This design comes from an exercise in tuning for small area, a short achievable clock period and few clock cycles on the open sky130 flow, not from production work. The RTL was checked by simulation tests, not by an equivalence proof against the original design. Power and IR drop assume default switching activity.

===== flow/config.mk =====
export PLATFORM = sky130hd
export DESIGN_NAME = sa_top
export DESIGN_NICKNAME = sa_top
export VERILOG_FILES = /design/flow/design.v
export SDC_FILE = /design/flow/constraint.sdc
export NUM_CORES = 4
export LEC_CHECK = 0
export CAP_MARGIN = 20
export CORE_MARGIN = 2
export CORE_UTILIZATION = 40
export CTS_CLUSTER_DIAMETER = 140
export CTS_CLUSTER_SIZE = 24
export PLACE_DENSITY = 0.6
export SETUP_SLACK_MARGIN = 5
export SLEW_MARGIN = 20
export TNS_END_PERCENT = 5

===== flow/constraint.sdc =====
create_clock -name core_clock -period 10.5 [get_ports {clk}]
set_input_delay 2.1000 -clock core_clock [delete_from_list [all_inputs] [get_ports {clk}]]
set_output_delay 2.1000 -clock core_clock [all_outputs]
set_load 0.01 [all_outputs]

===== flow/design.v =====
package sa_pkg;
  localparam int ROWS = 4;
  localparam int COLS = 4;
  localparam int W_IN  = 8;
  localparam int W_ACC = 24;
  localparam int AXIL_DATA_W = 32;
  localparam int AXIL_ADDR_W = 8;
  localparam logic [AXIL_ADDR_W-1:0] REG_CTRL    = 8'h00;
  localparam logic [AXIL_ADDR_W-1:0] REG_BEATS   = 8'h04;
  localparam logic [AXIL_ADDR_W-1:0] REG_PACKETS = 8'h08;
  localparam logic [1:0] RESP_OKAY = 2'b00;
endpackage
module axil_csr (
  input  logic                           clk,
  input  logic                           rst,
  input  logic [sa_pkg::AXIL_ADDR_W-1:0] awaddr,
  input  logic                           awvalid,
  input  logic [sa_pkg::AXIL_DATA_W-1:0] wdata,
  input  logic [3:0]                     wstrb,
  input  logic                           wvalid,
  input  logic                           bready,
  input  logic [sa_pkg::AXIL_ADDR_W-1:0] araddr,
  input  logic                           arvalid,
  input  logic                           rready,
  input  logic                           beat_acc,
  input  logic                           pkt_done,
  output logic                           awready,
  output logic                           wready,
  output logic [1:0]                     bresp,
  output logic                           bvalid,
  output logic                           arready,
  output logic [sa_pkg::AXIL_DATA_W-1:0] rdata,
  output logic [1:0]                     rresp,
  output logic                           rvalid,
  output logic                           ctrl_enable,
  output logic                           ctrl_clamp
);
  localparam int AXIL_DATA_W = sa_pkg::AXIL_DATA_W;
  localparam int AXIL_ADDR_W = sa_pkg::AXIL_ADDR_W;
  logic                   awready_q;
  logic                   bvalid_q;
  logic                   arready_q;
  logic                   rvalid_q;
  logic [1:0]             rsel_q;    
  logic [AXIL_DATA_W-1:0] beats_q;
  logic [AXIL_DATA_W-1:0] pkts_q;
  logic [1:0]             ctrl_q;    
  logic                   wr_fire;
  logic                   rd_fire;
  assign wr_fire = awready_q & awvalid & wvalid;
  assign rd_fire = arready_q & arvalid;
  always_ff @(posedge clk) begin
    if (rst) begin
      awready_q <= 1'b0;
      bvalid_q  <= 1'b0;
    end else begin
      awready_q <= ~awready_q & ~bvalid_q & awvalid & wvalid;
      if (wr_fire) begin
        bvalid_q <= 1'b1;
      end else if (bready) begin
        bvalid_q <= 1'b0;
      end
    end
  end
  always_ff @(posedge clk) begin
    if (rst) begin
      ctrl_q <= '0;
    end else if (wr_fire && awaddr[AXIL_ADDR_W-1:2] == '0 && wstrb[0]) begin
      ctrl_q <= wdata[1:0];
    end
  end
  always_ff @(posedge clk) begin
    if (rst) begin
      beats_q <= '0;
      pkts_q  <= '0;
    end else begin
      if (beat_acc) begin
        beats_q <= beats_q + 1'b1;
      end
      if (pkt_done) begin
        pkts_q <= pkts_q + 1'b1;
      end
    end
  end
  always_ff @(posedge clk) begin
    if (rst) begin
      arready_q <= 1'b0;
      rvalid_q  <= 1'b0;
    end else begin
      arready_q <= ~arready_q & ~rvalid_q & arvalid;
      if (rd_fire) begin
        rvalid_q <= 1'b1;
      end else if (rready) begin
        rvalid_q <= 1'b0;
      end
    end
  end
  always_ff @(posedge clk) begin
    if (rd_fire) begin
      if (araddr[AXIL_ADDR_W-1:4] != '0) begin
        rsel_q <= 2'd0;
      end else begin
        case (araddr[3:2])
          2'd0:    rsel_q <= 2'd1;
          2'd1:    rsel_q <= 2'd2;
          2'd2:    rsel_q <= 2'd3;
          default: rsel_q <= 2'd0;
        endcase
      end
    end
  end
  always_comb begin
    case (rsel_q)
      2'd1:    rdata = {30'b0, ctrl_q};
      2'd2:    rdata = beats_q;
      2'd3:    rdata = pkts_q;
      default: rdata = '0;
    endcase
  end
  assign awready     = awready_q;
  assign wready      = awready_q;
  assign bresp       = sa_pkg::RESP_OKAY;
  assign bvalid      = bvalid_q;
  assign arready     = arready_q;
  assign rresp       = sa_pkg::RESP_OKAY;
  assign rvalid      = rvalid_q;
  assign ctrl_enable = ctrl_q[0];
  assign ctrl_clamp  = ctrl_q[1];
endmodule
module mac_grid #(
  parameter int ROWS = sa_pkg::ROWS,
  parameter int COLS = sa_pkg::COLS
) (
  input  logic                                         clk,
  input  logic                                         rst,
  input  logic                                         ctrl_enable,
  input  logic [COLS-1:0][sa_pkg::W_IN-1:0]            k_data,
  input  logic                                         k_last,
  input  logic                                         k_valid,
  output logic                                         k_ready,
  input  logic [ROWS-1:0][sa_pkg::W_IN-1:0]            x_data,
  output logic                                         x_ready,
  input  logic [ROWS-1:0][sa_pkg::W_ACC-1:0]           a_data,
  input  logic                                         a_valid,
  output logic                                         a_ready,
  input  logic                                         y_ready,
  output logic                                         y_valid,
  output logic                                         y_last,
  output logic [COLS-1:0]                              out_sel,
  output logic [ROWS-1:0][COLS-1:0][sa_pkg::W_ACC-1:0] bank,
  output logic                                         beat_acc,
  output logic                                         pkt_done
);
  localparam int W_IN  = sa_pkg::W_IN;
  localparam int W_ACC = sa_pkg::W_ACC;
  logic [COLS-1:0]                      d_v;
  logic [COLS-1:0]                      d_first;
  logic [COLS-1:0]                      d_last;
  logic [COLS-1:0][ROWS-1:0][W_IN-1:0]  d_x;
  logic [COLS-1:0][COLS-1:0][W_IN-1:0]  d_k;
  logic [COLS-1:0]                      s_v;
  logic [COLS-1:0]                      s_first;
  logic [COLS-1:0]                      s_last;
  logic [COLS-1:0][ROWS-1:0][W_IN-1:0]  s_x;
  logic [COLS-1:0][COLS-1:0][W_IN-1:0]  s_k;
  logic                                 first_q;
  logic [COLS-1:0]                      done_q;
  logic [COLS-1:0]                      out_oh_q;    
  logic [1:0]                           a_col_q;
  logic [COLS-1:0]                      take;
  logic [COLS-1:0]                      go;
  logic                                 y_fire;
  logic                                 a_fire;
  logic                                 in_fire;
  always_comb begin
    for (int c = 0; c < COLS; c++) begin
      d_v[c]     = s_v[c];
      d_first[c] = s_first[c];
      d_last[c]  = s_last[c];
      d_x[c]     = s_x[c];
      d_k[c]     = s_k[c];
    end
  end
  function automatic logic [COLS+1:0] flow (input logic yr, input logic av,
                                            input logic [COLS-1:0] v,
                                            input logic [COLS-1:0] first,
                                            input logic [COLS-1:0] done,
                                            input logic [COLS-1:0] ocol,
                                            input logic [1:0] acol,
                                            input logic en);
    logic [COLS-1:0] free;
    logic [COLS-1:0] ok;
    logic [COLS-1:0] a_ok;
    logic [COLS:0]   move;
    logic [COLS-1:0] g;
    logic            ar;
    for (int c = 0; c < COLS; c++) begin
      free[c] = ~done[c] | (yr & ocol[c]);
      a_ok[c] = free[c] & (acol == 2'(c));
      ok[c]   = ~first[c] | (a_ok[c] & av);
    end
    move[COLS] = 1'b1;
    for (int c = COLS - 1; c >= 0; c--) begin
      move[c] = ~v[c] | (ok[c] & move[c+1]);
    end
    ar = 1'b0;
    for (int c = 0; c < COLS; c++) begin
      ar = ar | (v[c] & first[c] & a_ok[c] & move[c+1]);
      g[c] = v[c] & ok[c] & move[c+1];
    end
    flow = {en & move[0], ar, g};
  endfunction
  logic [COLS+1:0] f00, f01, f10, f11, f;
  assign f00 = flow(1'b0, 1'b0, d_v, d_first, done_q, out_oh_q, a_col_q, ctrl_enable);
  assign f01 = flow(1'b0, 1'b1, d_v, d_first, done_q, out_oh_q, a_col_q, ctrl_enable);
  assign f10 = flow(1'b1, 1'b0, d_v, d_first, done_q, out_oh_q, a_col_q, ctrl_enable);
  assign f11 = flow(1'b1, 1'b1, d_v, d_first, done_q, out_oh_q, a_col_q, ctrl_enable);
  assign f   = y_ready ? (a_valid ? f11 : f10) : (a_valid ? f01 : f00);
  assign go      = f[COLS-1:0];
  assign a_ready = f[COLS];
  assign k_ready = f[COLS+1];
  assign x_ready = f[COLS+1];
  assign y_valid  = |(done_q & out_oh_q);
  assign y_last   = out_oh_q[COLS-1];
  assign y_fire   = y_valid & y_ready;
  assign a_fire   = a_valid & a_ready;
  assign out_sel  = out_oh_q;
  assign pkt_done = y_fire & y_last;
  assign in_fire  = k_valid & k_ready;
  assign beat_acc = in_fire;
  always_comb begin
    for (int c = 0; c < COLS; c++) begin
      take[c] = y_fire & out_oh_q[c];
    end
  end
  always_ff @(posedge clk) begin
    if (rst) begin
      first_q   <= 1'b1;
      done_q    <= '0;
      out_oh_q  <= COLS'(1);
      a_col_q   <= '0;
    end else begin
      if (in_fire) begin
        first_q <= k_last;
      end
      done_q <= (done_q & ~take) | (go & d_last);
      if (y_fire) begin
        out_oh_q <= {out_oh_q[COLS-2:0], out_oh_q[COLS-1]};
      end
      if (a_fire) begin
        a_col_q <= a_col_q + 1'b1;
      end
    end
  end
  logic [COLS-1:0] s_move;
  always_comb begin
    for (int c = 0; c < COLS; c++) begin
      s_move[c] = ~s_v[c] | go[c];
    end
  end
  always_ff @(posedge clk) begin
    if (rst) begin
      s_v <= '0;
    end else begin
      if (s_move[0]) s_v[0] <= in_fire;
      for (int c = 1; c < COLS; c++) begin
        if (s_move[c]) s_v[c] <= go[c-1];
      end
    end
  end
  always_ff @(posedge clk) begin
    if (s_move[0]) begin
      s_first[0] <= first_q;
      s_last[0]  <= k_last;
      s_x[0]     <= x_data;
      s_k[0]     <= k_data;
    end
    for (int c = 1; c < COLS; c++) begin
      if (s_move[c]) begin
        s_first[c] <= d_first[c-1];
        s_last[c]  <= d_last[c-1];
        s_x[c]     <= d_x[c-1];
        s_k[c]     <= d_k[c-1];
      end
    end
  end
  logic [COLS-1:0][ROWS-1:0][W_ACC-1:0] nxt;
  for (genvar c = 0; c < COLS; c++) begin : g_col
    for (genvar r = 0; r < ROWS; r++) begin : g_row
      mac_unit mac_i (
        .base (d_first[c] ? a_data[r] : bank[r][c]),
        .x    (d_x[c][r]),
        .k    (d_k[c][c]),
        .y    (nxt[c][r])
      );
    end
  end
  always_ff @(posedge clk) begin
    for (int c = 0; c < COLS; c++) begin
      if (go[c]) begin
        for (int r = 0; r < ROWS; r++) begin
          bank[r][c] <= nxt[c][r];
        end
      end
    end
  end
endmodule
module mac_unit (
  input  logic [23:0] base,
  input  logic [7:0]  x,
  input  logic [7:0]  k,
  output logic [23:0] y
);
  logic [8:0] xe; assign xe = {x[7], x};
  logic one0, two0, neg0;
  assign one0 = k[0] ^ 1'b0;
  assign two0 = (k[1] & ~k[0] & ~1'b0) | (~k[1] & k[0] & 1'b0);
  assign neg0 = k[1] & ~(k[0] & 1'b0);
  logic t0_0; assign t0_0 = ((one0 & xe[0]) | (two0 & 1'b0)) ^ neg0;
  logic t0_1; assign t0_1 = ((one0 & xe[1]) | (two0 & xe[0])) ^ neg0;
  logic t0_2; assign t0_2 = ((one0 & xe[2]) | (two0 & xe[1])) ^ neg0;
  logic t0_3; assign t0_3 = ((one0 & xe[3]) | (two0 & xe[2])) ^ neg0;
  logic t0_4; assign t0_4 = ((one0 & xe[4]) | (two0 & xe[3])) ^ neg0;
  logic t0_5; assign t0_5 = ((one0 & xe[5]) | (two0 & xe[4])) ^ neg0;
  logic t0_6; assign t0_6 = ((one0 & xe[6]) | (two0 & xe[5])) ^ neg0;
  logic t0_7; assign t0_7 = ((one0 & xe[7]) | (two0 & xe[6])) ^ neg0;
  logic t0_8; assign t0_8 = ~(((one0 & xe[8]) | (two0 & xe[7])) ^ neg0);
  logic one1, two1, neg1;
  assign one1 = k[2] ^ k[1];
  assign two1 = (k[3] & ~k[2] & ~k[1]) | (~k[3] & k[2] & k[1]);
  assign neg1 = k[3] & ~(k[2] & k[1]);
  logic t1_0; assign t1_0 = ((one1 & xe[0]) | (two1 & 1'b0)) ^ neg1;
  logic t1_1; assign t1_1 = ((one1 & xe[1]) | (two1 & xe[0])) ^ neg1;
  logic t1_2; assign t1_2 = ((one1 & xe[2]) | (two1 & xe[1])) ^ neg1;
  logic t1_3; assign t1_3 = ((one1 & xe[3]) | (two1 & xe[2])) ^ neg1;
  logic t1_4; assign t1_4 = ((one1 & xe[4]) | (two1 & xe[3])) ^ neg1;
  logic t1_5; assign t1_5 = ((one1 & xe[5]) | (two1 & xe[4])) ^ neg1;
  logic t1_6; assign t1_6 = ((one1 & xe[6]) | (two1 & xe[5])) ^ neg1;
  logic t1_7; assign t1_7 = ((one1 & xe[7]) | (two1 & xe[6])) ^ neg1;
  logic t1_8; assign t1_8 = ~(((one1 & xe[8]) | (two1 & xe[7])) ^ neg1);
  logic one2, two2, neg2;
  assign one2 = k[4] ^ k[3];
  assign two2 = (k[5] & ~k[4] & ~k[3]) | (~k[5] & k[4] & k[3]);
  assign neg2 = k[5] & ~(k[4] & k[3]);
  logic t2_0; assign t2_0 = ((one2 & xe[0]) | (two2 & 1'b0)) ^ neg2;
  logic t2_1; assign t2_1 = ((one2 & xe[1]) | (two2 & xe[0])) ^ neg2;
  logic t2_2; assign t2_2 = ((one2 & xe[2]) | (two2 & xe[1])) ^ neg2;
  logic t2_3; assign t2_3 = ((one2 & xe[3]) | (two2 & xe[2])) ^ neg2;
  logic t2_4; assign t2_4 = ((one2 & xe[4]) | (two2 & xe[3])) ^ neg2;
  logic t2_5; assign t2_5 = ((one2 & xe[5]) | (two2 & xe[4])) ^ neg2;
  logic t2_6; assign t2_6 = ((one2 & xe[6]) | (two2 & xe[5])) ^ neg2;
  logic t2_7; assign t2_7 = ((one2 & xe[7]) | (two2 & xe[6])) ^ neg2;
  logic t2_8; assign t2_8 = ~(((one2 & xe[8]) | (two2 & xe[7])) ^ neg2);
  logic one3, two3, neg3;
  assign one3 = k[6] ^ k[5];
  assign two3 = (k[7] & ~k[6] & ~k[5]) | (~k[7] & k[6] & k[5]);
  assign neg3 = k[7] & ~(k[6] & k[5]);
  logic t3_0; assign t3_0 = ((one3 & xe[0]) | (two3 & 1'b0)) ^ neg3;
  logic t3_1; assign t3_1 = ((one3 & xe[1]) | (two3 & xe[0])) ^ neg3;
  logic t3_2; assign t3_2 = ((one3 & xe[2]) | (two3 & xe[1])) ^ neg3;
  logic t3_3; assign t3_3 = ((one3 & xe[3]) | (two3 & xe[2])) ^ neg3;
  logic t3_4; assign t3_4 = ((one3 & xe[4]) | (two3 & xe[3])) ^ neg3;
  logic t3_5; assign t3_5 = ((one3 & xe[5]) | (two3 & xe[4])) ^ neg3;
  logic t3_6; assign t3_6 = ((one3 & xe[6]) | (two3 & xe[5])) ^ neg3;
  logic t3_7; assign t3_7 = ((one3 & xe[7]) | (two3 & xe[6])) ^ neg3;
  logic t3_8; assign t3_8 = ~(((one3 & xe[8]) | (two3 & xe[7])) ^ neg3);
  logic fs1, fc1; assign fs1 = t0_0 ^ neg0 ^ base[0]; assign fc1 = (t0_0 & neg0) | (t0_0 & base[0]) | (neg0 & base[0]);
  logic fs2, fc2; assign fs2 = t0_2 ^ t1_0 ^ neg1; assign fc2 = (t0_2 & t1_0) | (t0_2 & neg1) | (t1_0 & neg1);
  logic fs3, fc3; assign fs3 = t0_3 ^ t1_1 ^ base[3]; assign fc3 = (t0_3 & t1_1) | (t0_3 & base[3]) | (t1_1 & base[3]);
  logic fs4, fc4; assign fs4 = t0_4 ^ t1_2 ^ t2_0; assign fc4 = (t0_4 & t1_2) | (t0_4 & t2_0) | (t1_2 & t2_0);
  logic fs5, fc5; assign fs5 = t0_5 ^ t1_3 ^ t2_1; assign fc5 = (t0_5 & t1_3) | (t0_5 & t2_1) | (t1_3 & t2_1);
  logic fs6, fc6; assign fs6 = t0_6 ^ t1_4 ^ t2_2; assign fc6 = (t0_6 & t1_4) | (t0_6 & t2_2) | (t1_4 & t2_2);
  logic fs7, fc7; assign fs7 = t3_0 ^ neg3 ^ base[6]; assign fc7 = (t3_0 & neg3) | (t3_0 & base[6]) | (neg3 & base[6]);
  logic fs8, fc8; assign fs8 = t0_7 ^ t1_5 ^ t2_3; assign fc8 = (t0_7 & t1_5) | (t0_7 & t2_3) | (t1_5 & t2_3);
  logic fs9, fc9; assign fs9 = t0_8 ^ t1_6 ^ t2_4; assign fc9 = (t0_8 & t1_6) | (t0_8 & t2_4) | (t1_6 & t2_4);
  logic fs10, fc10; assign fs10 = t3_2 ^ base[8] ^ 1'b1; assign fc10 = (t3_2 & base[8]) | (t3_2 & 1'b1) | (base[8] & 1'b1);
  logic fs11, fc11; assign fs11 = t1_7 ^ t2_5 ^ t3_3; assign fc11 = (t1_7 & t2_5) | (t1_7 & t3_3) | (t2_5 & t3_3);
  logic fs12, fc12; assign fs12 = t1_8 ^ t2_6 ^ t3_4; assign fc12 = (t1_8 & t2_6) | (t1_8 & t3_4) | (t2_6 & t3_4);
  logic fs13, fc13; assign fs13 = t2_7 ^ t3_5 ^ base[11]; assign fc13 = (t2_7 & t3_5) | (t2_7 & base[11]) | (t3_5 & base[11]);
  logic fs14, fc14; assign fs14 = t2_8 ^ t3_6 ^ base[12]; assign fc14 = (t2_8 & t3_6) | (t2_8 & base[12]) | (t3_6 & base[12]);
  logic fs15, fc15; assign fs15 = t3_7 ^ base[13] ^ 1'b1; assign fc15 = (t3_7 & base[13]) | (t3_7 & 1'b1) | (base[13] & 1'b1);
  logic fs16, fc16; assign fs16 = t0_1 ^ base[1] ^ fc1; assign fc16 = (t0_1 & base[1]) | (t0_1 & fc1) | (base[1] & fc1);
  logic fs17, fc17; assign fs17 = neg2 ^ base[4] ^ fc3; assign fc17 = (neg2 & base[4]) | (neg2 & fc3) | (base[4] & fc3);
  logic fs18, fc18; assign fs18 = base[5] ^ fc4 ^ fs5; assign fc18 = (base[5] & fc4) | (base[5] & fs5) | (fc4 & fs5);
  logic fs19, fc19; assign fs19 = fc5 ^ fs6 ^ fs7; assign fc19 = (fc5 & fs6) | (fc5 & fs7) | (fs6 & fs7);
  logic fs20, fc20; assign fs20 = t3_1 ^ base[7] ^ fc6; assign fc20 = (t3_1 & base[7]) | (t3_1 & fc6) | (base[7] & fc6);
  logic fs21, fc21; assign fs21 = fc8 ^ fs9 ^ fs10; assign fc21 = (fc8 & fs9) | (fc8 & fs10) | (fs9 & fs10);
  logic fs22, fc22; assign fs22 = base[9] ^ 1'b1 ^ fc9; assign fc22 = (base[9] & 1'b1) | (base[9] & fc9) | (1'b1 & fc9);
  logic fs23, fc23; assign fs23 = base[10] ^ fc11 ^ fs12; assign fc23 = (base[10] & fc11) | (base[10] & fs12) | (fc11 & fs12);
  logic fs24, fc24; assign fs24 = 1'b1 ^ fc12 ^ fs13; assign fc24 = (1'b1 & fc12) | (1'b1 & fs13) | (fc12 & fs13);
  logic fs25, fc25; assign fs25 = t3_8 ^ base[14] ^ fc15; assign fc25 = (t3_8 & base[14]) | (t3_8 & fc15) | (base[14] & fc15);
  logic fs26, fc26; assign fs26 = base[2] ^ fs2 ^ fc16; assign fc26 = (base[2] & fs2) | (base[2] & fc16) | (fs2 & fc16);
  logic fs27, fc27; assign fs27 = fc7 ^ fs8 ^ fc19; assign fc27 = (fc7 & fs8) | (fc7 & fc19) | (fs8 & fc19);
  logic fs28, fc28; assign fs28 = fc10 ^ fs11 ^ fc21; assign fc28 = (fc10 & fs11) | (fc10 & fc21) | (fs11 & fc21);
  logic fs29, fc29; assign fs29 = fc13 ^ fs14 ^ fc24; assign fc29 = (fc13 & fs14) | (fc13 & fc24) | (fs14 & fc24);
  logic fs30, fc30; assign fs30 = base[15] ^ 1'b1 ^ fc25; assign fc30 = (base[15] & 1'b1) | (base[15] & fc25) | (1'b1 & fc25);
  logic fs31, fc31; assign fs31 = fc2 ^ fs3 ^ fc26; assign fc31 = (fc2 & fs3) | (fc2 & fc26) | (fs3 & fc26);
  logic fs32, fc32; assign fs32 = fc20 ^ fs21 ^ fc27; assign fc32 = (fc20 & fs21) | (fc20 & fc27) | (fs21 & fc27);
  logic fs33, fc33; assign fs33 = fc22 ^ fs23 ^ fc28; assign fc33 = (fc22 & fs23) | (fc22 & fc28) | (fs23 & fc28);
  logic fs34, fc34; assign fs34 = fc14 ^ fs15 ^ fc29; assign fc34 = (fc14 & fs15) | (fc14 & fc29) | (fs15 & fc29);
  logic fs35, fc35; assign fs35 = base[16] ^ 1'b1 ^ fc30; assign fc35 = (base[16] & 1'b1) | (base[16] & fc30) | (1'b1 & fc30);
  logic fs36, fc36; assign fs36 = fs4 ^ fs17 ^ fc31; assign fc36 = (fs4 & fs17) | (fs4 & fc31) | (fs17 & fc31);
  logic fs37, fc37; assign fs37 = fs22 ^ fs28 ^ fc32; assign fc37 = (fs22 & fs28) | (fs22 & fc32) | (fs28 & fc32);
  logic fs38, fc38; assign fs38 = fc23 ^ fs24 ^ fc33; assign fc38 = (fc23 & fs24) | (fc23 & fc33) | (fs24 & fc33);
  logic fs39, fc39; assign fs39 = base[17] ^ 1'b1 ^ fc35; assign fc39 = (base[17] & 1'b1) | (base[17] & fc35) | (1'b1 & fc35);
  logic hs40, hc40; assign hs40 = fc17 ^ fs18; assign hc40 = fc17 & fs18;
  logic hs41, hc41; assign hs41 = fc18 ^ fs19; assign hc41 = fc18 & fs19;
  logic hs42, hc42; assign hs42 = fs20 ^ fs27; assign hc42 = fs20 & fs27;
  logic hs43, hc43; assign hs43 = base[18] ^ 1'b1; assign hc43 = base[18] & 1'b1;
  logic hs44, hc44; assign hs44 = base[19] ^ 1'b1; assign hc44 = base[19] & 1'b1;
  logic hs45, hc45; assign hs45 = base[20] ^ 1'b1; assign hc45 = base[20] & 1'b1;
  logic hs46, hc46; assign hs46 = base[21] ^ 1'b1; assign hc46 = base[21] & 1'b1;
  logic hs47, hc47; assign hs47 = base[22] ^ 1'b1; assign hc47 = base[22] & 1'b1;
  logic hs48, hc48; assign hs48 = base[23] ^ 1'b1; assign hc48 = base[23] & 1'b1;
  logic [23:0] ra, rb, lo;
  assign ra = {hc47, hc46, hc45, hc44, hc43, hs43, fs39, fs35, fs30, fs25, fs34, fs29, fs38, fs33, fs37, hc42, hc41, hc40, hs40, fs36, fs31, fs26, fs16, fs1};
  assign rb = {hs48, hs47, hs46, hs45, hs44, fc39, 1'b0, 1'b0, 1'b0, fc34, 1'b0, fc38, 1'b0, fc37, 1'b0, fs32, hs42, hs41, fc36, 1'b0, 1'b0, 1'b0, 1'b0, 1'b0};
  logic [23:0] g0, p0;
  assign g0 = ra & rb; assign p0 = ra ^ rb;
  logic pg1; assign pg1 = g0[1] | (p0[1] & g0[0]);
  logic pp1; assign pp1 = p0[1] & p0[0];
  logic pg2; assign pg2 = g0[3] | (p0[3] & g0[2]);
  logic pp2; assign pp2 = p0[3] & p0[2];
  logic pg3; assign pg3 = g0[5] | (p0[5] & g0[4]);
  logic pp3; assign pp3 = p0[5] & p0[4];
  logic pg4; assign pg4 = g0[7] | (p0[7] & g0[6]);
  logic pp4; assign pp4 = p0[7] & p0[6];
  logic pg5; assign pg5 = g0[9] | (p0[9] & g0[8]);
  logic pp5; assign pp5 = p0[9] & p0[8];
  logic pg6; assign pg6 = g0[11] | (p0[11] & g0[10]);
  logic pp6; assign pp6 = p0[11] & p0[10];
  logic pg7; assign pg7 = g0[13] | (p0[13] & g0[12]);
  logic pp7; assign pp7 = p0[13] & p0[12];
  logic pg8; assign pg8 = g0[15] | (p0[15] & g0[14]);
  logic pp8; assign pp8 = p0[15] & p0[14];
  logic pg9; assign pg9 = g0[17] | (p0[17] & g0[16]);
  logic pp9; assign pp9 = p0[17] & p0[16];
  logic pg10; assign pg10 = g0[19] | (p0[19] & g0[18]);
  logic pp10; assign pp10 = p0[19] & p0[18];
  logic pg11; assign pg11 = g0[21] | (p0[21] & g0[20]);
  logic pp11; assign pp11 = p0[21] & p0[20];
  logic pg12; assign pg12 = g0[23] | (p0[23] & g0[22]);
  logic pp12; assign pp12 = p0[23] & p0[22];
  logic pg13; assign pg13 = g0[2] | (p0[2] & pg1);
  logic pp13; assign pp13 = p0[2] & pp1;
  logic pg14; assign pg14 = pg2 | (pp2 & pg1);
  logic pp14; assign pp14 = pp2 & pp1;
  logic pg15; assign pg15 = g0[6] | (p0[6] & pg3);
  logic pp15; assign pp15 = p0[6] & pp3;
  logic pg16; assign pg16 = pg4 | (pp4 & pg3);
  logic pp16; assign pp16 = pp4 & pp3;
  logic pg17; assign pg17 = g0[10] | (p0[10] & pg5);
  logic pp17; assign pp17 = p0[10] & pp5;
  logic pg18; assign pg18 = pg6 | (pp6 & pg5);
  logic pp18; assign pp18 = pp6 & pp5;
  logic pg19; assign pg19 = g0[14] | (p0[14] & pg7);
  logic pp19; assign pp19 = p0[14] & pp7;
  logic pg20; assign pg20 = pg8 | (pp8 & pg7);
  logic pp20; assign pp20 = pp8 & pp7;
  logic pg21; assign pg21 = g0[18] | (p0[18] & pg9);
  logic pp21; assign pp21 = p0[18] & pp9;
  logic pg22; assign pg22 = pg10 | (pp10 & pg9);
  logic pp22; assign pp22 = pp10 & pp9;
  logic pg23; assign pg23 = g0[22] | (p0[22] & pg11);
  logic pp23; assign pp23 = p0[22] & pp11;
  logic pg24; assign pg24 = pg12 | (pp12 & pg11);
  logic pp24; assign pp24 = pp12 & pp11;
  logic pg25; assign pg25 = g0[4] | (p0[4] & pg14);
  logic pp25; assign pp25 = p0[4] & pp14;
  logic pg26; assign pg26 = pg3 | (pp3 & pg14);
  logic pp26; assign pp26 = pp3 & pp14;
  logic pg27; assign pg27 = pg15 | (pp15 & pg14);
  logic pp27; assign pp27 = pp15 & pp14;
  logic pg28; assign pg28 = pg16 | (pp16 & pg14);
  logic pp28; assign pp28 = pp16 & pp14;
  logic pg29; assign pg29 = g0[12] | (p0[12] & pg18);
  logic pp29; assign pp29 = p0[12] & pp18;
  logic pg30; assign pg30 = pg7 | (pp7 & pg18);
  logic pp30; assign pp30 = pp7 & pp18;
  logic pg31; assign pg31 = pg19 | (pp19 & pg18);
  logic pp31; assign pp31 = pp19 & pp18;
  logic pg32; assign pg32 = pg20 | (pp20 & pg18);
  logic pp32; assign pp32 = pp20 & pp18;
  logic pg33; assign pg33 = g0[20] | (p0[20] & pg22);
  logic pp33; assign pp33 = p0[20] & pp22;
  logic pg34; assign pg34 = pg11 | (pp11 & pg22);
  logic pp34; assign pp34 = pp11 & pp22;
  logic pg35; assign pg35 = pg23 | (pp23 & pg22);
  logic pp35; assign pp35 = pp23 & pp22;
  logic pg36; assign pg36 = pg24 | (pp24 & pg22);
  logic pp36; assign pp36 = pp24 & pp22;
  logic pg37; assign pg37 = g0[8] | (p0[8] & pg28);
  logic pp37; assign pp37 = p0[8] & pp28;
  logic pg38; assign pg38 = pg5 | (pp5 & pg28);
  logic pp38; assign pp38 = pp5 & pp28;
  logic pg39; assign pg39 = pg17 | (pp17 & pg28);
  logic pp39; assign pp39 = pp17 & pp28;
  logic pg40; assign pg40 = pg18 | (pp18 & pg28);
  logic pp40; assign pp40 = pp18 & pp28;
  logic pg41; assign pg41 = pg29 | (pp29 & pg28);
  logic pp41; assign pp41 = pp29 & pp28;
  logic pg42; assign pg42 = pg30 | (pp30 & pg28);
  logic pp42; assign pp42 = pp30 & pp28;
  logic pg43; assign pg43 = pg31 | (pp31 & pg28);
  logic pp43; assign pp43 = pp31 & pp28;
  logic pg44; assign pg44 = pg32 | (pp32 & pg28);
  logic pp44; assign pp44 = pp32 & pp28;
  logic pg45; assign pg45 = g0[16] | (p0[16] & pg44);
  logic pp45; assign pp45 = p0[16] & pp44;
  logic pg46; assign pg46 = pg9 | (pp9 & pg44);
  logic pp46; assign pp46 = pp9 & pp44;
  logic pg47; assign pg47 = pg21 | (pp21 & pg44);
  logic pp47; assign pp47 = pp21 & pp44;
  logic pg48; assign pg48 = pg22 | (pp22 & pg44);
  logic pp48; assign pp48 = pp22 & pp44;
  logic pg49; assign pg49 = pg33 | (pp33 & pg44);
  logic pp49; assign pp49 = pp33 & pp44;
  logic pg50; assign pg50 = pg34 | (pp34 & pg44);
  logic pp50; assign pp50 = pp34 & pp44;
  logic pg51; assign pg51 = pg35 | (pp35 & pg44);
  logic pp51; assign pp51 = pp35 & pp44;
  logic pg52; assign pg52 = pg36 | (pp36 & pg44);
  logic pp52; assign pp52 = pp36 & pp44;
  assign lo[0] = p0[0];
  assign lo[1] = p0[1] ^ g0[0];
  assign lo[2] = p0[2] ^ pg1;
  assign lo[3] = p0[3] ^ pg13;
  assign lo[4] = p0[4] ^ pg14;
  assign lo[5] = p0[5] ^ pg25;
  assign lo[6] = p0[6] ^ pg26;
  assign lo[7] = p0[7] ^ pg27;
  assign lo[8] = p0[8] ^ pg28;
  assign lo[9] = p0[9] ^ pg37;
  assign lo[10] = p0[10] ^ pg38;
  assign lo[11] = p0[11] ^ pg39;
  assign lo[12] = p0[12] ^ pg40;
  assign lo[13] = p0[13] ^ pg41;
  assign lo[14] = p0[14] ^ pg42;
  assign lo[15] = p0[15] ^ pg43;
  assign lo[16] = p0[16] ^ pg44;
  assign lo[17] = p0[17] ^ pg45;
  assign lo[18] = p0[18] ^ pg46;
  assign lo[19] = p0[19] ^ pg47;
  assign lo[20] = p0[20] ^ pg48;
  assign lo[21] = p0[21] ^ pg49;
  assign lo[22] = p0[22] ^ pg50;
  assign lo[23] = p0[23] ^ pg51;
  assign y = lo;
endmodule
module column_drain #(
  parameter int ROWS = sa_pkg::ROWS,
  parameter int COLS = sa_pkg::COLS
) (
  input  logic                                         ctrl_clamp,
  input  logic [ROWS-1:0][COLS-1:0][sa_pkg::W_ACC-1:0] bank,
  input  logic [COLS-1:0]                              out_sel,
  output logic [ROWS-1:0][sa_pkg::W_ACC-1:0]           y_data
);
  localparam int W_ACC = sa_pkg::W_ACC;
  logic [ROWS-1:0][COLS-1:0] sel;
  always_comb begin
    for (int r = 0; r < ROWS; r++) begin
      y_data[r] = '0;
      for (int c = 0; c < COLS; c++) begin
        sel[r][c] = out_sel[c] & ~(ctrl_clamp & bank[r][c][W_ACC-1]);
        y_data[r] = y_data[r] | ({W_ACC{sel[r][c]}} & bank[r][c]);
      end
    end
  end
endmodule
module sa_top #(
  parameter int ROWS = sa_pkg::ROWS,
  parameter int COLS = sa_pkg::COLS
) (
  input  logic                               clk,
  input  logic                               rst,
  input  logic [sa_pkg::AXIL_ADDR_W-1:0]     axil_awaddr,
  input  logic                               axil_awvalid,
  output logic                               axil_awready,
  input  logic [sa_pkg::AXIL_DATA_W-1:0]     axil_wdata,
  input  logic [3:0]                         axil_wstrb,
  input  logic                               axil_wvalid,
  output logic                               axil_wready,
  output logic [1:0]                         axil_bresp,
  output logic                               axil_bvalid,
  input  logic                               axil_bready,
  input  logic [sa_pkg::AXIL_ADDR_W-1:0]     axil_araddr,
  input  logic                               axil_arvalid,
  output logic                               axil_arready,
  output logic [sa_pkg::AXIL_DATA_W-1:0]     axil_rdata,
  output logic [1:0]                         axil_rresp,
  output logic                               axil_rvalid,
  input  logic                               axil_rready,
  input  logic [COLS-1:0][sa_pkg::W_IN-1:0]  k_data,
  input  logic                               k_last,
  input  logic                               k_valid,
  output logic                               k_ready,
  input  logic [ROWS-1:0][sa_pkg::W_IN-1:0]  x_data,
  input  logic                               x_last,
  input  logic                               x_valid,
  output logic                               x_ready,
  input  logic [ROWS-1:0][sa_pkg::W_ACC-1:0] a_data,
  input  logic                               a_valid,
  output logic                               a_ready,
  output logic [ROWS-1:0][sa_pkg::W_ACC-1:0] y_data,
  output logic                               y_last,
  output logic                               y_valid,
  input  logic                               y_ready
);
  localparam int W_ACC = sa_pkg::W_ACC;
  logic                                 ctrl_enable;
  logic                                 ctrl_clamp;
  logic                                 beat_acc;
  logic                                 pkt_done;
  logic [ROWS-1:0][COLS-1:0][W_ACC-1:0] bank;
  logic [COLS-1:0]                      out_sel;
  axil_csr csr_i (
    .clk         (clk),
    .rst         (rst),
    .awaddr      (axil_awaddr),
    .awvalid     (axil_awvalid),
    .wdata       (axil_wdata),
    .wstrb       (axil_wstrb),
    .wvalid      (axil_wvalid),
    .bready      (axil_bready),
    .araddr      (axil_araddr),
    .arvalid     (axil_arvalid),
    .rready      (axil_rready),
    .beat_acc    (beat_acc),
    .pkt_done    (pkt_done),
    .awready     (axil_awready),
    .wready      (axil_wready),
    .bresp       (axil_bresp),
    .bvalid      (axil_bvalid),
    .arready     (axil_arready),
    .rdata       (axil_rdata),
    .rresp       (axil_rresp),
    .rvalid      (axil_rvalid),
    .ctrl_enable (ctrl_enable),
    .ctrl_clamp  (ctrl_clamp)
  );
  mac_grid #(
    .ROWS (ROWS),
    .COLS (COLS)
  ) grid_i (
    .clk         (clk),
    .rst         (rst),
    .ctrl_enable (ctrl_enable),
    .k_data      (k_data),
    .k_last      (k_last & x_last),
    .k_valid     (k_valid & x_valid),
    .k_ready     (k_ready),
    .x_data      (x_data),
    .x_ready     (x_ready),
    .a_data      (a_data),
    .a_valid     (a_valid),
    .a_ready     (a_ready),
    .y_ready     (y_ready),
    .y_valid     (y_valid),
    .y_last      (y_last),
    .out_sel     (out_sel),
    .bank        (bank),
    .beat_acc    (beat_acc),
    .pkt_done    (pkt_done)
  );
  column_drain #(
    .ROWS (ROWS),
    .COLS (COLS)
  ) drain_i (
    .ctrl_clamp (ctrl_clamp),
    .bank       (bank),
    .out_sel    (out_sel),
    .y_data     (y_data)
  );
endmodule

===== flow/flow/run.sh =====
#!/bin/bash
# The standard layout, with the smallest buffer on each input and output port
# (every port still gets its own buffer; the repair steps resize them where
# timing needs it). make's full output goes to standard.log.
set -euo pipefail
bash standard.sh "BUFFER_PORTS_ARGS=-buffer_cell sky130_fd_sc_hd__buf_1" finish > standard.log 2>&1

===== flow/standard.sh =====
#!/bin/bash
# synth_recipe.tcl (not shown) runs the flow's synth.tcl, then flattens the netlist and writes it again
# the make line also repeats each setting of config.mk as NAME=value (left out here)
make -C /OpenROAD-flow-scripts/flow DESIGN_CONFIG=/design/flow/config.mk WORK_HOME=/design/flow/orfs CLKGATE_MAP_FILE= SYNTH_SCRIPT=/design/flow/synth_recipe.tcl "${@:-finish}"

==> results of run 1 <==
[repair_timing]
action / CTS / global route
pin swaps: 41 / 41
gates cloned: 11 / 4
hold buffers: 0 / 0
setup endpoints to repair: 175 / 102
resized for setup: 220 / 86
buffers inserted: 72 / 24
[layer usage]
metal / vias up / GRT usage (%) / routed length, microns / part of all wire (%)
met5: - / 0 / 111 / 0.053
met2: 1863 / 41.43 / 96780 / 47
met3: 410 / 4.409 / 17080 / 8.2
met1: 24120 / 32.65 / 83930 / 40
met4: 16 / 10.75 / 9742 / 4.7
li1: 21190 / - / - / -
[power groups by stage]
stage	combinational, W	sequential (W)	clock, W
floorplan	0.00643	0.00377	0
global route	0.0100	0.00380	0.00183
CTS	0.00851	0.00379	0.00176
global placement	0.00780	0.00385	0
finish	0.00885	0.00380	0.00171
detailed placement	0.00807	0.00385	0
[worst max-delay path: stages]
cell and delay, ps:
buf_1 280, mux2i_1 150, ha_1 300, inv_1 70
fa_1 170, inv_1 50, fa_1 380, fa_1 390
fa_1 590, nor2_1 80, a32oi_2 270, a21o_1 230
a2111oi_4 110, a2111o_1 500, a2111o_1 380, o211ai_1 110
[cells by family (layout without fill, tap and decap cells)]
group,count (synthesis),after routing,synth area share (%)
buffers and inverters,1119,1288,6.724
AOI/OAI and AO/OA,1177,1177,12.62
adders and majority gates,884,884,23.43
muxes,456,456,7.452
xor gates and xnor gates,835,835,11.59
DFF,687,687,31.35
and+or+nand+nor,871,871,6.833
other,1,17,0.005943
[worst paths after layout]
check / startpoint / end / slack, ps / cells past startpoint
min reg2reg: grid_i.s_k[50] / grid_i.s_k[82] / 430 / 0
max reg2reg: grid_i.s_k[121] / grid_i.bank[287] / 4880 / 18
max: a_data[56] / grid_i.bank[287] / 4860 / 16
min: grid_i.s_k[50] / grid_i.s_k[82] / 430 / 0
[state kept, by name (all words and copies together) (netlist names)]
register         count
grid_i.out_oh_q      4
csr_i.bvalid_q       1
grid_i.done_q        4
grid_i.s_last        4
csr_i.arready_q      1
grid_i.first_q       1
grid_i.s_x         128
grid_i.s_first       4
csr_i.beats_q       32
csr_i.rsel_q         2
csr_i.rvalid_q       1
grid_i.bank        384
grid_i.s_v           4
csr_i.awready_q      1
grid_i.a_col_q       2
grid_i.s_k          80
csr_i.ctrl_q         2
csr_i.pkts_q        32
[per-stage QoR]
stage          cell area [sq um]  std cells  power, W  worst slack [ps]
3_3_place_gp               66370       8094   0.01165              3662
6_report                   70140       8273   0.01436              4859
3_5_place_dp               66370       8094   0.01192              3607
2_1_floorplan              63200       6033   0.01019              4271
4_1_cts                    69400       8232   0.01407              4913
5_1_grt                    70130       8269   0.01566              4664
[area by class of cell]
class | instances | share of cell area, %
multi-input cells | 4227 | 57.50
flip-flops and latches | 687 | 28.20
repair buffers | 545 | 5.369
inverters | 688 | 3.685
well taps | 2058 | 3.671
clock buffers | 46 | 1.368
clock inverters | 9 | 0.1605
diodes | 13 | 0.04638
[placed cells by master (no fill, tap or decap), types with 24 or more instances in the layout]
cell type / Yosys / layout
xnor2_1: 465 / 460
nor3_1: 44 / 44
buf_4: 6 / 152
nand3_1: 62 / 59
nor2b_1: 84 / 66
buf_12: 0 / 29
buf_1: 104 / 313
nor2_1: 161 / 159
xor2_1: 370 / 369
inv_1: 688 / 685
fa_1: 496 / 479
mux2_2: 109 / 109
a22oi_1: 535 / 519
nor4_1: 24 / 24
a21oi_1: 296 / 282
o21ai_0: 106 / 98
nor3b_1: 51 / 48
edfxtp_1: 602 / 602
a21o_1: 37 / 34
mux2i_1: 346 / 335
clkbuf_16: 0 / 41
nand2_1: 294 / 289
and3_1: 32 / 32
dfxtp_1: 85 / 85
ha_1: 388 / 372
==> results_dict.tcl, run 1 <==
set metrics [dict create \
    start_util_pct 40.35 \
    whs_ps 425.4 \
    synth_top_cell_by_area "edfxtp_1" \
    die_w_microns 401.2 \
    nFillCells 14720 \
    async_reset_ff_share_pct 0 \
    grt_pass1_wl_microns 307900 \
    die_h_microns 401.2 \
    p_switching_w 0.006039 \
    vias_per_cell 5.753 \
    clockBufferDepth 3 \
    power_density_nw_per_um2 204.7 \
    cp-start-kind "primary input" \
    ys_seq_elements 687 \
    max_slew.worst_pin.slew_ps 1102 \
    port_buffers 325 \
    gp_congestion 0.8989 \
    drt_iter0_drc 3727 \
    p_comb_share_pct 61.7 \
    cp.required_ps 11020 \
    grt_remaining_overflow 0 \
    switching_share_pct 42.05 \
    fmax_ghz 0.1773 \
    drc 0 \
    dr.pass1.iters 6 \
    cts_buffers 36 \
    final_util_pct 44.85 \
    clock_sinks 687 \
    dp_hpwl_microns 147500 \
    synth_area_sq_um 63100 \
    syn_to_final_growth_pct 11.16 \
    rsz0062_at_grt "true" \
    synth_edf_count 602 \
    outcome "complete, no violations" \
    antenna_left 0 \
    routedWlPerCell_microns 25.10 \
    setup-tns-final_ps 0 \
    skew_ps 48.09 \
    p_seq_share_pct 26.4 \
    seqCellArea_sq_um 19780 \
    clk_pin_slew_ps 110 \
    slew_violations 0 \
    path_max_fanout 4 \
    io-pin-count 367 \
    p_int_w 0.008321 \
    fin_crit_ps 5641 \
    clk_latency_ps 680 \
    drt-total-wl_microns 207600 \
    relSlewSlack_pct 26.57 \
    multi_input_area_sq_um 40330 \
    synthTopCellsByArea "edfxtp_1, fa_1, ha_1, xnor2_1, a22oi_1" \
    clkPwrFrac_pct 11.9 \
    clockRootBuffer "clkbuf_16" \
    die_area_sq_um 160900 \
    finalSetupViolations 0 \
    netlist_instances 6030 \
    track_usage_pct 25.20 \
    min_path_type "flop to flop" \
    rows 145 \
    drive_gt1_share_pct 9.513 \
    htreeDepth 2 \
    synth_top_area_share_pct 28.65 \
    seq_area_frac_synth_pct 31.35 \
    worstSetupPathType "primary input to flop" \
    grt_pass1_vias 48630 \
    ir_drop_mv 0.1396 \
    vias 47590 \
    finalCritPeriodShare_pct 53.72 \
    hold_violations 0 \
    p_leak_nw 29.54 \
    arrival_ps 6160 \
    yosysWarnings 3 \
    syn_avg_cell_area_sq_um 10.46 \
    drv_cap 0 \
    ys_types 73 \
    end_kind "flop" \
    yosysMostFrequentCell "inv_1" \
    fin_nets 7294 \
    synth_flop_cell "edfxtp_1" \
    cts_tree "done" \
    antenna_found_initial 30 \
    core_sq_um 156400 \
    grt_max_degree 101 \
    synthTopCellsByCount "inv_1, edfxtp_1, a22oi_1, fa_1, xnor2_1" \
]
Testbench counts, summed over its fixed seeds: cycles 5,239.
==> run 2, diff against run 1 <==
--- a/flow/design.v
+++ b/flow/design.v
@@ -405,6 +405,6 @@
   logic fs39, fc39; assign fs39 = base[17] ^ 1'b1 ^ fc35; assign fc39 = (base[17] & 1'b1) | (base[17] & fc35) | (1'b1 & fc35);
-  logic hs40, hc40; assign hs40 = fc17 ^ fs18; assign hc40 = fc17 & fs18;
-  logic hs41, hc41; assign hs41 = fc18 ^ fs19; assign hc41 = fc18 & fs19;
-  logic hs42, hc42; assign hs42 = fs20 ^ fs27; assign hc42 = fs20 & fs27;
-  logic hs43, hc43; assign hs43 = base[18] ^ 1'b1; assign hc43 = base[18] & 1'b1;
+  logic fs40, fc40; assign fs40 = fc17 ^ fs18 ^ fc36; assign fc40 = (fc17 & fs18) | (fc17 & fc36) | (fs18 & fc36);
+  logic fs41, fc41; assign fs41 = base[18] ^ 1'b1 ^ fc39; assign fc41 = (base[18] & 1'b1) | (base[18] & fc39) | (1'b1 & fc39);
+  logic hs42, hc42; assign hs42 = fc18 ^ fs19; assign hc42 = fc18 & fs19;
+  logic hs43, hc43; assign hs43 = fs20 ^ fs27; assign hc43 = fs20 & fs27;
   logic hs44, hc44; assign hs44 = base[19] ^ 1'b1; assign hc44 = base[19] & 1'b1;
@@ -415,4 +415,4 @@
   logic [23:0] ra, rb, lo;
-  assign ra = {hc47, hc46, hc45, hc44, hc43, hs43, fs39, fs35, fs30, fs25, fs34, fs29, fs38, fs33, fs37, hc42, hc41, hc40, hs40, fs36, fs31, fs26, fs16, fs1};
-  assign rb = {hs48, hs47, hs46, hs45, hs44, fc39, 1'b0, 1'b0, 1'b0, fc34, 1'b0, fc38, 1'b0, fc37, 1'b0, fs32, hs42, hs41, fc36, 1'b0, 1'b0, 1'b0, 1'b0, 1'b0};
+  assign ra = {hc47, hc46, hc45, hc44, hs44, fs41, fs39, fs35, fs30, fs25, fs34, fs29, fs38, fs33, fs37, hc43, hc42, hs42, fs40, fs36, fs31, fs26, fs16, fs1};
+  assign rb = {hs48, hs47, hs46, hs45, fc41, 1'b0, 1'b0, 1'b0, 1'b0, fc34, 1'b0, fc38, 1'b0, fc37, 1'b0, fs32, hs43, fc40, 1'b0, 1'b0, 1'b0, 1'b0, 1'b0, 1'b0};
   logic [23:0] g0, p0;
==> results_dict.tcl, run 2 <==
set metrics [dict create \
    outcome "complete, no violations" \
    fin_crit_ps 5571 \
    die_w_microns 397.6 \
    synthTopCellsByCount "edfxtp_1, inv_1, fa_1, xnor2_1, xor2_1" \
    placed_cells 7766 \
    p_leak_nw 27.96 \
    synth_flop_cell "edfxtp_1" \
    largest_register "grid_i.bank" \
    seq_area_frac_synth_pct 31.93 \
    largest_register_ffs 384 \
    clockBufferDepth 3 \
    antenna_found_initial 35 \
    drt_iter0_drc 4159 \
    drt-total-wl_microns 202900 \
    slew_violations 0 \
    final_common_cell "edfxtp_1" \
    hold_violations 0 \
    fmax_ghz 0.1795 \
    ys_seq_elements 687 \
    synth_area_sq_um 61950 \
    cts_tree "done" \
    htreeDepth 2 \
    ctsHoldBuffers 0 \
    grt_pass1_vias 44970 \
    antenna_left 0 \
    clk_latency_ps 660 \
    drc 0 \
    ir_drop_mv 0.1416 \
    met2_usage_pct 37.33 \
    cp-start-kind "primary input" \
    rows 144 \
    die_area_sq_um 158100 \
    io-pin-count 367 \
    vias 45370 \
    die_h_microns 397.6 \
    ys_types 77 \
    skew_ps 27.90 \
    grt_use_met1_pct 35.26 \
    end_kind "flop" \
    routedWlPerCell_microns 25.64 \
    power_density_nw_per_um2 208.8 \
    syn_to_final_growth_pct 10.78 \
    cpMostUsedCell "fa_1" \
    finalCritPeriodShare_pct 53.05 \
    start_util_pct 40.26 \
    pre_cts_ws_ps 3552 \
    async_reset_ff_share_pct 0 \
    cp.required_ps 10930 \
    worstPathCellList "buf_2 -> mux2_2 -> fa_2 -> fa_1 -> fa_1 -> fa_1 -> ha_2 -> fa_2 -> a21oi_4 -> o311a_4 -> o31ai_4 -> or3_1 -> a31oi_1 -> xnor2_1" \
    clock_sinks 687 \
    gp_congestion 0.9149 \
    critPathMaxStageDelay_ps 480 \
    synth_edf_count 602 \
    core_sq_um 153900 \
    min_path_type "flop to flop" \
    grt_remaining_overflow 0 \
    clockRootBuffer "clkbuf_16" \
    max_slew.worst_pin.slew_ps 1210 \
    netlist_instances 5744 \
    worstSetupPathType "primary input to flop" \
    yosysMostFrequentCell "edfxtp_1" \
    synthTopCellsByArea "edfxtp_1, fa_1, ha_1, xnor2_1, mux2i_1" \
    critPathSlowestCell "fa_1" \
    syn_avg_cell_area_sq_um 10.79 \
    relSlewSlack_pct 19.35 \
    track_usage_pct 24.86 \
    yosysWarnings 3 \
    final_cell_mix "edfxtp_1, inv_1, fa_1" \
    dp_hpwl_microns 146300 \
    vias_per_cell 5.731 \
    path_max_fanout 4 \
    worst_slack_ps 4930 \
    setup-tns-final_ps 0 \
    dr.pass1.iters 9 \
    finalSetupViolations 0 \
    largest_registers "grid_i.bank: 384 flops, grid_i.s_x: 128 flops, grid_i.s_k: 80 flops" \
    synth_top_cell_by_area "edfxtp_1" \
    fin_nets 6918 \
    top_usage_layer "met2" \
    rsz0062_at_grt "true" \
    clk_pin_slew_ps 110 \
    fin_total_pwr_w 0.01433 \
    arrival_ps 6000 \
    grt_pass1_wl_microns 295600 \
    grt_max_degree 107 \
    met3_usage_pct 5.730 \
    drv_cap 0 \
    instances_no_fill 7916 \
    drive_gt1_share_pct 10.69 \
    synth_top_area_share_pct 29.18 \
    port_buffers 325 \
    cts_buffers 36 \
]
==> run 2: per-stage QoR <==
stage / hold WS (ps) / area [sq um] / util (%)
after floorplan: 400.3 / 61980 / -
after global placement: 402.1 / 65000 / 42.25
after detailed placement: 404.5 / 65000 / 42.25
after CTS: 419.3 / 67020 / 43.55
after global routing: 433.6 / 68620 / 44.60
final: 419.2 / 68640 / 44.61
==> run 2: path summary, 6_finish.rpt <==
check / start / end / slack [ps] / cells past startpoint
setup / recovery: a_data[3] / grid_i.bank[71] / 4930 / 14
hold / removal: grid_i.s_k[20] / grid_i.s_k[52] / 420 / 0
hold reg to reg: grid_i.s_k[20] / grid_i.s_k[52] / 420 / 0
setup reg to reg: grid_i.s_k[121] / grid_i.bank[191] / 5060 / 20
==> run 2: where the power goes <==
part / switching, W / internal (W)
clock: 0.00104 / 0.000664
sequential: 0.000102 / 0.00367
combinational: 0.00499 / 0.00387
==> run 2: final cells by class <==
| type | count | area (sq um) |
|---|---|---|
| Antenna cell | 17 | 42.54 |
| Clock buffer | 43 | 948.4 |
| Clock inverter | 9 | 95.09 |
| Fill cell | 14350 | 85230 |
| Inverter | 593 | 2231 |
| Multi-Input combinational cell | 4031 | 39850 |
| Sequential cell | 687 | 19780 |
| Tap cell | 2044 | 2557 |
| Timing Repair Buffer | 492 | 3131 |
==> run 2: cells by family (layout without fill, tap and decap cells) <==
group	count (synthesis)	after routing	share of synthesized area, %
AOI/OAI and AO/OA	1072	1072	12.35
xor gates and xnor gates	802	802	11.34
adders and majority gates	852	852	23.41
buffers and inverters	1029	1137	6.362
DFF	687	687	31.93
muxes	461	461	7.686
other	1	21	0.006053
and+or+nand+nor	840	840	6.925
==> run 2: critical path: cells and delay by family <==
family,cells,cell delay [ps]
simple gates,1,330
buf+inv,1,140
mux,1,290
compound gates,4,820
xor+xnor,1,80
fa+ha+maj,6,2210
==> run 2: layer usage <==
metal / share of wire, % / vias to the layer above / wire (microns)
met1: 43 / 22870 / 86670
met3: 9.6 / 311 / 19520
met5: 0.044 / - / 90
met4: 3.6 / 12 / 7330
li1: - / 20190 / -
met2: 44 / 1983 / 89330
==> run 2: what timing repair did <==
item                                    CTS  global route
pin swaps                                32            81
setup buffers                            17            53
resized for setup                       159           215
gates cloned                              3             8
endpoints found under the setup margin  206           154
Testbench counts of run 2, summed over its fixed seeds: cycles 5,239.
==> run 3, diff against run 2 <==
--- a/flow/config.mk
+++ b/flow/config.mk
@@ -15,2 +15,2 @@
 export SLEW_MARGIN = 20
-export TNS_END_PERCENT = 5
+export TNS_END_PERCENT = 0
==> results_dict.tcl, run 3 <==
set metrics [dict create \
    dp_hpwl_microns 146900 \
    min_path_type "flop to flop" \
    ys_types 77 \
    synth_top_cell_by_area "edfxtp_1" \
    drv_cap 0 \
    worstPathCellList "buf_2 -> mux2_2 -> fa_1 -> fa_1 -> fa_1 -> fa_1 -> ha_1 -> fa_1 -> a21oi_2 -> o211a_4 -> nor2_4 -> a211o_1 -> a21oi_1 -> xnor2_1" \
    cts_buffers 35 \
    grt_pass1_vias 45420 \
    drc 0 \
    outcome "complete, no violations" \
    slew_violations 0 \
    async_reset_ff_share_pct 0 \
    netlist_instances 5744 \
    routedWlPerCell_microns 25.85 \
    yosysMostFrequentCell "edfxtp_1" \
    fmax_ghz 0.1786 \
    io-pin-count 367 \
    syn_to_final_growth_pct 10.00 \
    max_slew.worst_pin.slew_ps 1154 \
    cp-startpoint "a_data[27]" \
    hold_violations 0 \
    met2WireLength_microns 91760 \
    critPathMaxStageDelay_ps 460 \
    ctsHoldBuffers 0 \
    vias_per_cell 5.743 \
    critPathSlowestCell "fa_1" \
    synthTopCellsByArea "edfxtp_1, fa_1, ha_1, xnor2_1, mux2i_1" \
    cp-start-kind "primary input" \
    p_switching_w 0.006101 \
    rr_endpoint "grid_i.bank[117]" \
    seq_area_frac_synth_pct 31.93 \
    nFillCells 14470 \
    drive_gt1_share_pct 9.690 \
    grt_remaining_overflow 0 \
    setup-tns-final_ps 0 \
    synth_edf_count 602 \
    clockBufferDepth 3 \
    drt-total-wl_microns 204200 \
    switching_share_pct 42.79 \
    drt_iter0_drc 3785 \
    gp_congestion 0.9191 \
    wl_met3_microns 21100 \
    skew_ps 40.93 \
    largest_register_ffs 384 \
    arrival_ps 6000 \
    synthTopCellsByCount "edfxtp_1, inv_1, fa_1, xnor2_1, xor2_1" \
    fin_crit_ps 5598 \
    routed.top_layer "met5" \
    worstSetupPathType "primary input to flop" \
    largest_registers "grid_i.bank: 384 flops, grid_i.s_x: 128 flops, grid_i.s_k: 80 flops" \
    antenna_found_initial 28 \
    track_usage_pct 24.92 \
    synth_top_area_share_pct 29.18 \
    clk_pin_slew_ps 100 \
    p_int_w 0.008158 \
    pre_cts_ws_ps 3553 \
    syn_avg_cell_area_sq_um 10.79 \
    antenna_left 0 \
    cts_tree "done" \
    clock_sinks 687 \
    cpMostUsedCell "fa_1" \
    fin_nets 6905 \
    p_leak_nw 27.82 \
    synth_area_sq_um 61950 \
    relSlewSlack_pct 22.89 \
    drt-met1-wl_microns 85060 \
    reg2reg_slack_ps 4970 \
    rr_worst_depth 17 \
    ir_drop_mv 0.1564 \
    crit_end "grid_i.bank[119]" \
    rsz0062_at_grt "true" \
    yosysWarnings 3 \
    clkPwrFrac_pct 12.1 \
    port_buffers 325 \
    end_kind "flop" \
    largest_register "grid_i.bank" \
    power_density_nw_per_um2 209.2 \
    p_comb_share_pct 61.5 \
    vias 45360 \
    clk_latency_ps 670 \
    grt_pass1_wl_microns 295700 \
    worst_slack_ps 4902 \
    min_path_cells 0 \
    final_cell_mix "edfxtp_1, inv_1, fa_1" \
    synth_flop_cell "edfxtp_1" \
    dr.pass1.iters 5 \
    htreeDepth 2 \
    finalSetupViolations 0 \
    grt_max_degree 68 \
    die_h_microns 397.6 \
    path_max_fanout 5 \
    r2r-start "grid_i.s_k[3]" \
    final_common_cell "edfxtp_1" \
    rows 144 \
    start_util_pct 40.26 \
    die_area_sq_um 158100 \
    ys_seq_elements 687 \
    p_seq_share_pct 26.4 \
    finalCritPeriodShare_pct 53.31 \
    die_w_microns 397.6 \
    core_sq_um 153900 \
    cp.required_ps 10900 \
    clockRootBuffer "clkbuf_16" \
]
run 3: changes by cell type in the layout (fill, tap and decap cells not counted), moves of 4 or more:
cell,change
fa_1,+21
fa_2,-21
buf_4,-10
ha_1,+7
buf_12,-5
clkbuf_2,+5
ha_2,-4
mux2i_1,+4
run 3: metal layers:
layer / vias up / global-route usage (%)
li1: 20150 / -
met1: 22940 / 34.31
met2: 1976 / 38.84
met3: 285 / 6.197
met4: 6 / 7.028
met5: - / 0
run 3: cell type report:
cell class	instances	area, sq um	area share (%)
well taps	2044	2557	3.753
inverters	593	2231	3.273
clock inverters	7	117.6	0.1726
flip-flops and latches	687	19780	29.02
diodes	14	35.03	0.05140
multi-input cells	4032	39610	58.11
clock buffers	43	927.1	1.360
repair buffers	479	2899	4.254
run 3: repair_timing:
item | in CTS | in global routing
pin swaps | 13 | 67
setup buffers | 11 | 40
gates resized for setup | 104 | 223
gates cloned | 1 | 8
setup endpoints to repair | 188 | 179
run 3: metrics by stage:
stage	instances	hold WS [ps]	total power [W]	util, %	instance area [sq um]
after floorplan	5747	400.3	0.009620	-	61970
final	7899	421.7	0.01426	44.29	68150
after global routing	7893	435.8	0.01542	44.28	68140
after global placement	7775	402.9	0.01131	42.27	65040
after detailed placement	7775	404.5	0.01154	42.27	65040
after CTS	7837	424.7	0.01365	43.31	66650
run 3: worst max-delay path, delay by kind of cell:
kind	cells	cell delay, ps
adders and majority gates	6	2240
AOI/OAI and AO/OA	4	990
muxes	1	310
buffers and inverters	1	160
and+or+nand+nor	1	100
xor gates and xnor gates	1	80
run 3: cells by family (layout without fill, tap and decap cells):
family	after synthesis	after routing	share of synthesized area, %
other cells	1	18	0.006053
xor+xnor	802	802	11.34
buf+inv	1029	1122	6.362
flops	687	687	31.93
fa+ha+maj	852	852	23.41
mux	461	461	7.686
simple gates	840	840	6.925
compound gates	1072	1073	12.35
run 3: power groups by stage:
stage	registers, W	clock network [W]	logic [W]
2_1_floorplan	0.00374	0	0.00588
3_3_place_gp	0.00383	0	0.00748
3_5_place_dp	0.00383	0	0.00771
4_1_cts	0.00377	0.00177	0.00812
5_1_grt	0.00378	0.00183	0.00981
6_report	0.00377	0.00172	0.00877
run 3: worst min-delay path by stage:
stage                    from              end  slack [ps]
2_1_floorplan  grid_i.s_k[88]  grid_i.s_k[120]         400
3_3_place_gp   grid_i.s_k[21]   grid_i.s_k[53]         400
3_5_place_dp   grid_i.s_k[27]   grid_i.s_k[59]         400
4_1_cts        grid_i.s_k[60]   grid_i.s_k[92]         420
5_1_grt        grid_i.s_k[51]   grid_i.s_k[83]         440
6_report       grid_i.s_k[60]   grid_i.s_k[92]         420
==> run 4, diff against run 3 <==
--- a/flow/config.mk
+++ b/flow/config.mk
@@ -9,8 +9,8 @@
 export CORE_MARGIN = 2
-export CORE_UTILIZATION = 40
-export CTS_CLUSTER_DIAMETER = 140
+export CORE_UTILIZATION = 55
+export CTS_CLUSTER_DIAMETER = 120
 export CTS_CLUSTER_SIZE = 24
-export PLACE_DENSITY = 0.6
+export PLACE_DENSITY = 0.7
 export SETUP_SLACK_MARGIN = 5
 export SLEW_MARGIN = 20
-export TNS_END_PERCENT = 0
+export TNS_END_PERCENT = 5
==> results_dict.tcl, run 4 <==
set metrics [dict create \
    outcome "complete, no violations" \
    track_usage_pct 33.74 \
    holdPathEnd "grid_i.s_k[47]" \
    synth_top_area_share_pct 29.18 \
    syn_avg_cell_area_sq_um 10.79 \
    yosysMostFrequentCell "edfxtp_1" \
    htreeDepth 2 \
    fmax_ghz 0.1804 \
    seq_area_frac_synth_pct 31.93 \
    drv_cap 0 \
    grt_pass1_wl_microns 293200 \
    worstPathCellList "buf_2 -> mux2_2 -> fa_2 -> fa_1 -> fa_2 -> fa_1 -> ha_2 -> fa_2 -> a21oi_4 -> o311a_4 -> o31ai_4 -> or3_1 -> a31oi_1 -> xnor2_1" \
    fin_crit_ps 5543 \
    p_leak_nw 28.30 \
    synth_edf_count 602 \
    largest_registers "grid_i.bank: 384 flops, grid_i.s_x: 128 flops, grid_i.s_k: 80 flops" \
    ys_seq_elements 687 \
    nFillCells 9237 \
    gp_congestion 0.9359 \
    relSlewSlack_pct 21.61 \
    reg2reg_slack_ps 5010 \
    hold_violations 0 \
    path_buf_inv 1 \
    largest_register "grid_i.bank" \
    synth_top_cell_by_area "edfxtp_1" \
    io-pin-count 367 \
    antenna_found_initial 21 \
    routed.top_layer "met5" \
    synth_flop_cell "edfxtp_1" \
    wl_met3_microns 23490 \
    grt_pass1_vias 47930 \
    fin_total_pwr_w 0.01435 \
    yosysWarnings 3 \
    finalCritPeriodShare_pct 52.79 \
    cp-start-kind "primary input" \
    port_buffers 325 \
    cpMostUsedCell "fa_2" \
    drc 0 \
    clk_latency_ps 670 \
    die_h_microns 339.6 \
    critPathSlowestCell "fa_1" \
    die_area_sq_um 115300 \
    cts_buffers 37 \
    largest_register_ffs 384 \
    final_util_pct 61.02 \
    drt-total-wl_microns 203000 \
    cp-startpoint "a_data[51]" \
    min_path_cells 0 \
    path_max_fanout 4 \
    rr_worst_depth 17 \
    finalSetupViolations 0 \
    start_util_pct 55.30 \
    cp_num_cells 14 \
    crit_family "adder cells" \
    whs_ps 427.2 \
    ir_drop_mv 0.2052 \
    routedWlPerCell_microns 27.34 \
    fin_nets 6968 \
    max_slew.worst_pin.slew_ps 1176 \
    hold_path_startpoint "grid_i.s_k[15]" \
    vias 47180 \
    antenna_left 0 \
    critPathMaxStageDelay_ps 500 \
    synthTopCellsByArea "edfxtp_1, fa_1, ha_1, xnor2_1, mux2i_1" \
    min_path_type "flop to flop" \
    rows 123 \
    core_sq_um 112000 \
    worstSetupPathType "primary input to flop" \
    end_kind "flop" \
    rsz0062_at_grt "true" \
    netlist_instances 5744 \
    dp_hpwl_microns 137500 \
    skew_ps 43.16 \
    r2r-start "grid_i.s_k[85]" \
    cts_tree "done" \
    setup-tns-final_ps 0 \
    die_w_microns 339.6 \
    syn_to_final_growth_pct 10.35 \
    slew_violations 0 \
    ys_types 77 \
    synthTopCellsByCount "edfxtp_1, inv_1, fa_1, xnor2_1, xor2_1" \
    ctsHoldBuffers 0 \
    synth_area_sq_um 61950 \
    power_density_nw_per_um2 209.9 \
    dr.pass1.iters 7 \
    clockRootBuffer "clkbuf_16" \
    arrival_ps 5960 \
    grt_remaining_overflow 0 \
    drt_iter0_drc 4832 \
    clk_pin_slew_ps 100 \
    cp.required_ps 10910 \
    drt-met1-wl_microns 74920 \
    drive_gt1_share_pct 10.76 \
    place_area_sq_um 64280 \
    final_common_cell "edfxtp_1" \
    final_area_sq_um 68370 \
    async_reset_ff_share_pct 0 \
    grt_max_degree 80 \
    vias_per_cell 6.355 \
    met2WireLength_microns 92410 \
    clockBufferDepth 3 \
    final_cell_mix "edfxtp_1, inv_1, fa_1" \
    rr_endpoint "grid_i.bank[359]" \
    clock_sinks 687 \
]
==> run 4: what timing repair did <==
item / CTS / global route
pin swaps: 45 / 59
endpoints found under the setup margin: 218 / 156
gates resized for setup: 172 / 151
hold endpoints to repair: 0 / 0
cloned: 4 / 10
setup buffers: 41 / 75
==> run 4: worst register-to-register path: stages, from the launching register on <==
cell and delay [ps]:
edfxtp_1 510, ha_1 340, buf_6 350, a22oi_1 280, xnor2_1 200, fa_1 470, fa_1 530, inv_1 70
fa_1 430, fa_1 370, inv_1 60, ha_1 270, or2_2 320, a31oi_4 270, o31ai_4 120, or3_1 340
a31oi_1 220, xnor2_1 90
==> run 4: cells by family (layout without fill, tap and decap cells) <==
| family | Yosys count | in the layout | share of synthesized area (%) |
|---|---|---|---|
| other cells | 1 | 18 | 0.006053 |
| simple gates | 840 | 841 | 6.925 |
| compound gates | 1072 | 1072 | 12.35 |
| flops | 687 | 687 | 31.93 |
| fa+ha+maj | 852 | 852 | 23.41 |
| mux | 461 | 461 | 7.686 |
| xor+xnor | 802 | 802 | 11.34 |
| buf+inv | 1029 | 1190 | 6.362 |
==> run 4: final cells by class <==
class	instances	area, sq um	area share, %
clock inverter	12	108.9	0.1592
timing repair buffer	540	3676	5.377
clock buffer	45	977.2	1.429
sequential	687	19780	28.93
multi-input combinational	4032	39680	58.04
antenna	14	35.03	0.05124
inverter	593	2231	3.263
tap	1500	1877	2.745
==> run 4: per-stage QoR <==
stage / worst slack, ps / instances
6_report: 4957 / 7423
5_1_grt: 4860 / 7419
4_1_cts: 4869 / 7324
3_5_place_dp: 3766 / 7222
3_3_place_gp: 3812 / 7222
2_1_floorplan: 4609 / 5747
==> run 4: worst max-delay path by stage <==
stage                             endpoint  slack, ps
after global placement    grid_i.bank[141]       3810
after CTS                 grid_i.bank[233]       4870
after floorplan           grid_i.bank[239]       4610
after global routing      grid_i.bank[213]       4860
final                     grid_i.bank[239]       4960
after detailed placement  grid_i.bank[141]       3770
==> run 4: where the power goes <==
group          switching [W]  internal (W)  leakage (nW)  total, W
registers          0.0000986       0.00367          6.44   0.00377
logic                0.00499       0.00387          21.3   0.00886
clock network        0.00104      0.000686         0.527   0.00172
==> run 4: layer usage <==
layer,up-vias,GRT usage (%)
met5,-,0
met4,16,16.23
met3,722,8.686
met2,2632,54.38
met1,23520,42.41
li1,20290,-

afterwards: timing with drivers on the ports:
The results above use ideal ports. As a check the final layouts listed here were re-extracted and re-timed, cells and wires unchanged.
Step 1 sets driving cells, clkbuf_16 on the clock port and buf_2 on the other inputs (assumed; they add their load-dependent delay and slew).
Step 2 adds t to the input delays and takes it off the output delays; t is the mean of the earliest and latest rising clock arrival at the registers after step 1. Input paths then give back, and output paths get back, about the clock's delay inside the block.
Slacks: no drivers / after step 1 / after step 2; pairs: no drivers / after step 1.
| run | t (ns) | setup WS [ns] | worst slew at a driven data input, ns |
|---|---|---|---|
| run 1 | 0.739 | 4.859 / 4.763 / 4.024 | 0.22 |
| run 2 | 0.725 | 4.930 / 4.901 / 4.176 | 0.21 |
| run 3 | 0.728 | 4.902 / 4.883 / 4.155 | 0.21 |
| run 4 | 0.727 | 4.957 / 4.901 / 4.174 | 0.26 |
After both steps setup and hold are still met in every run listed. The setup slack of run 1, which loses most, moves by -0.096 ns with the drivers and by -0.835 ns with both steps.
